Context: an optimization exercise on an open-source flow, tuned for small area, a short achievable clock period and few clock cycles per item. The choices shown serve that exercise and are no tape-out recipe.
Power figures rest on the tool's default switching activity, not on a simulated workload.

## before
// html_markup_tokenizer_unit
module html_markup_tokenizer_unit (
  input  logic        clk,
  input  logic        rst,
  input  logic        byte_valid,
  output logic        byte_stall,
  input  logic [8:0]  byte_item,    
  output logic        event_valid,
  input  logic        event_stall,
  output logic [13:0] event_item    
);
Size in the first run: about 660 cells after synthesis, about 29 I/O pins.
export LEC_CHECK = 0
export CAP_MARGIN = 20
export CORE_MARGIN = 2
export CORE_UTILIZATION = 40
export CTS_BUF_LIST = sky130_fd_sc_hd__clkbuf_8
export SETUP_SLACK_MARGIN = 5
export SLEW_MARGIN = 20
create_clock -name core_clock -period 11.5 [get_ports {clk}]
standard.sh (not shown) runs the stock make flow with config.mk's settings and CLKGATE_MAP_FILE= SYNTH_SCRIPT=/design/flow/synth_recipe.tcl, a recipe that flattens the netlist after the stock synthesis.
==> flow/flow/run.sh <==
#!/bin/bash
set -euo pipefail
here=$PWD
sed "s|\$::env(SCRIPTS_DIR)/synth.tcl|$here/synth_custom.tcl|" synth_recipe.tcl > synth_recipe_custom.tcl
sed "s|^  log_cmd abc {\*}\$abc_args|  set abc_args [lreplace \$abc_args 1 1 $here/flow/area.abc]\n  log_cmd abc {*}\$abc_args|" \
  "$FLOW_HOME/scripts/synth.tcl" > synth_custom.tcl
grep -q "flow/area.abc" synth_custom.tcl
grep -q "synth_custom.tcl" synth_recipe_custom.tcl
bash standard.sh SYNTH_SCRIPT="$here/synth_recipe_custom.tcl" SETUP_SLACK_MARGIN=7.5 \
  "BUFFER_PORTS_ARGS=-buffer_cell sky130_fd_sc_hd__buf_2" finish > standard.log 2>&1
==> flow/flow/area.abc <==
strash
ifraig
scorr
dc2
strash
&get -n
&st
&syn4
&dch -f
&nf -R 1000
&put
## Diff of input files: after against before
--- a/flow/design.v
+++ b/flow/design.v
@@ -101,31 +101,29 @@
     case (hc)
       4'd1:    h_old = hs[0];
       4'd2:    h_old = hs[1];
       4'd3:    h_old = hs[2];
       4'd4:    h_old = hs[3];
       4'd5:    h_old = hs[4];
       4'd6:    h_old = hs[5];
       4'd7:    h_old = hs[6];
       default: h_old = hs[7];
     endcase
   end
   assign h_old_b = (h_old == 3'd0) ? 8'h20 : {5'b00001, h_old};
-  logic [2:0] fpos;
   logic [7:0] f_byte;
-  assign fpos = hc[2:0] - 3'd2;
   always_comb begin
-    if (hc == 4'd1)  f_byte = 8'h21;
-    else if (md)     f_byte = 8'h2D;
-    else             f_byte = dt_char(fpos) & ~{2'b00, mu[fpos], 5'b00000};
+    if (hc[3])     f_byte = 8'h21;
+    else if (md)   f_byte = 8'h2D;
+    else           f_byte = dt_char(hc[2:0]) & ~{2'b00, mu[hc[2:0]], 5'b00000};
   end
   logic [4:0] n_st;
   logic       n_anp, n_avp, n_started, n_pend;
   logic       clos_empty;
   logic [2:0] n_mc;
   logic [1:0] n_dash;
   logic [3:0] n_hc;
   logic       emit, esc, cont, more, finish;
   logic [3:0] ek;
   logic [7:0] eb;
   logic       do_fin, fin_sc, fin_store, do_an, an_store;
   logic       pending;
@@ -328,38 +326,38 @@
             if (mc == 3'd6) begin
               n_mc      = 3'd0;
               n_hc      = 4'd0;
               n_started = 1'b0;
               n_st      = S_DOCTYPE;
             end else begin
               n_mc     = mc + 3'd1;
             end
           end else begin
             emit = 1'b1;
             ek   = htok_pkg::EV_TEXT;
             n_st = S_R_FLUSH;
-            n_hc = 4'd1;
+            n_hc = 4'd8;
             cont = 1'b1;
           end
         end
         S_R_FLUSH, S_C_FLUSH: begin
           emit = 1'b1;
           ek   = htok_pkg::EV_TEXT;
           cont = 1'b1;
-          if (hc == {1'b0, mc} + 4'd1) begin
+          if (hc[3] ? (mc == 3'd0) : (hc[2:0] + 3'd1 == mc)) begin
             n_st = (st == S_C_FLUSH) ? S_C_DATA : S_TEXT;
             n_hc = 4'd0;
             n_mc = 3'd0;
           end else begin
-            n_hc = hc + 4'd1;
+            n_hc = hc[3] ? 4'd0 : hc + 4'd1;
           end
         end
         S_COMMENT: begin
           if (is_dash) begin
             if (dash != 2'd2) begin
               n_dash = dash + 2'd1;
             end else begin
               emit = 1'b1;
               ek   = htok_pkg::EV_COMMENT;
             end
           end else if (is_gt && dash == 2'd2) begin
             emit   = 1'b1;
@@ -445,25 +443,25 @@
             n_anp = 1'b0;
             n_avp = 1'b0;
             cont  = 1'b1;
           end else begin
             ek   = htok_pkg::EV_TAG_ABORT;
             n_st = S_DATA;
           end
         end
         S_C_MARKUP: begin
           emit = 1'b1;
           ek   = htok_pkg::EV_TEXT;
           n_st = S_C_FLUSH;
-          n_hc = 4'd1;
+          n_hc = 4'd8;
           cont = 1'b1;
         end
         S_C_COMMENT: begin
           emit = 1'b1;
           if (dash != 2'd0) begin
             ek     = htok_pkg::EV_COMMENT;
             n_dash = dash - 2'd1;
             cont   = 1'b1;
           end else begin
             ek   = htok_pkg::EV_COMMENT_END;
             n_st = S_DATA;
           end
@@ -602,17 +600,17 @@
     end
     if (go) begin
       if (st == S_MARKUP) begin
         if (mc == 3'd0) begin
           md <= is_dash;
         end
         mu[mc] <= !x[5];
       end
       if (st == S_DOCTYPE && is_ws) begin
         hs <= {hs[6:0], x[2:0]};
       end
     end
-    if (go && emit) begin
+    if (out_free) begin
       event_item <= {ek, eb, esc, !more};
     end
   end
 endmodule
## What came out
- Looking at the reports, after completed the entire flow and the layout it produced met the timing, DRC and antenna checks.
- The number of buffers inserted during clock tree synthesis of before and that of after are within noise of each other.
- Compared with before, after shows a higher number of search-and-repair iterations in the first detailed-routing pass.
- Of before and after, the run reporting the higher xor/xnor share of the synthesized area was before.
- Internal power summed over all cells, after vs before: up by a few percent
- Between before and after, the layout cell share with drive strength beyond 1 does not differ in any meaningful way.
- after ends up with a count of buffers added by post-CTS timing repair for setup that is 2 higher than in before.
- Measured against each other, before and after differ in worst max-slew margin expressed relative to the limit, the higher figure coming from after.
- Power share of the combinational group ends up lower on before.
Function was not checked in any run of this note: the RTL went through the layout flow alone.

-- afterwards: timing with drivers on the ports --
Ports are ideal in the flow. The routed layouts listed here were re-timed in OpenROAD.
Step 1 sets driving cells, clkbuf_16 on the clock port and buf_2 on the other inputs (assumed; they add their load-dependent delay and slew).
Step 2 times the ports against the registers' clock, not the clock port: input delays grow and output delays shrink by t, the midpoint of the rising clock arrivals with the driver on.
Three values: no drivers, after step 1, after step 2; two values: the first two.
run	shift t [ns]	setup slack, ns	hold slack, ns
before	0.408	7.605 / 7.605 / 7.254	0.463 / 0.463 / 0.463
after	0.428	7.560 / 7.579 / 7.150	0.464 / 0.464 / 0.464
After both steps every run listed still meets setup and hold. The setup slack of after, which loses most, moves by +0.019 ns with the drivers and by -0.410 ns with both steps.
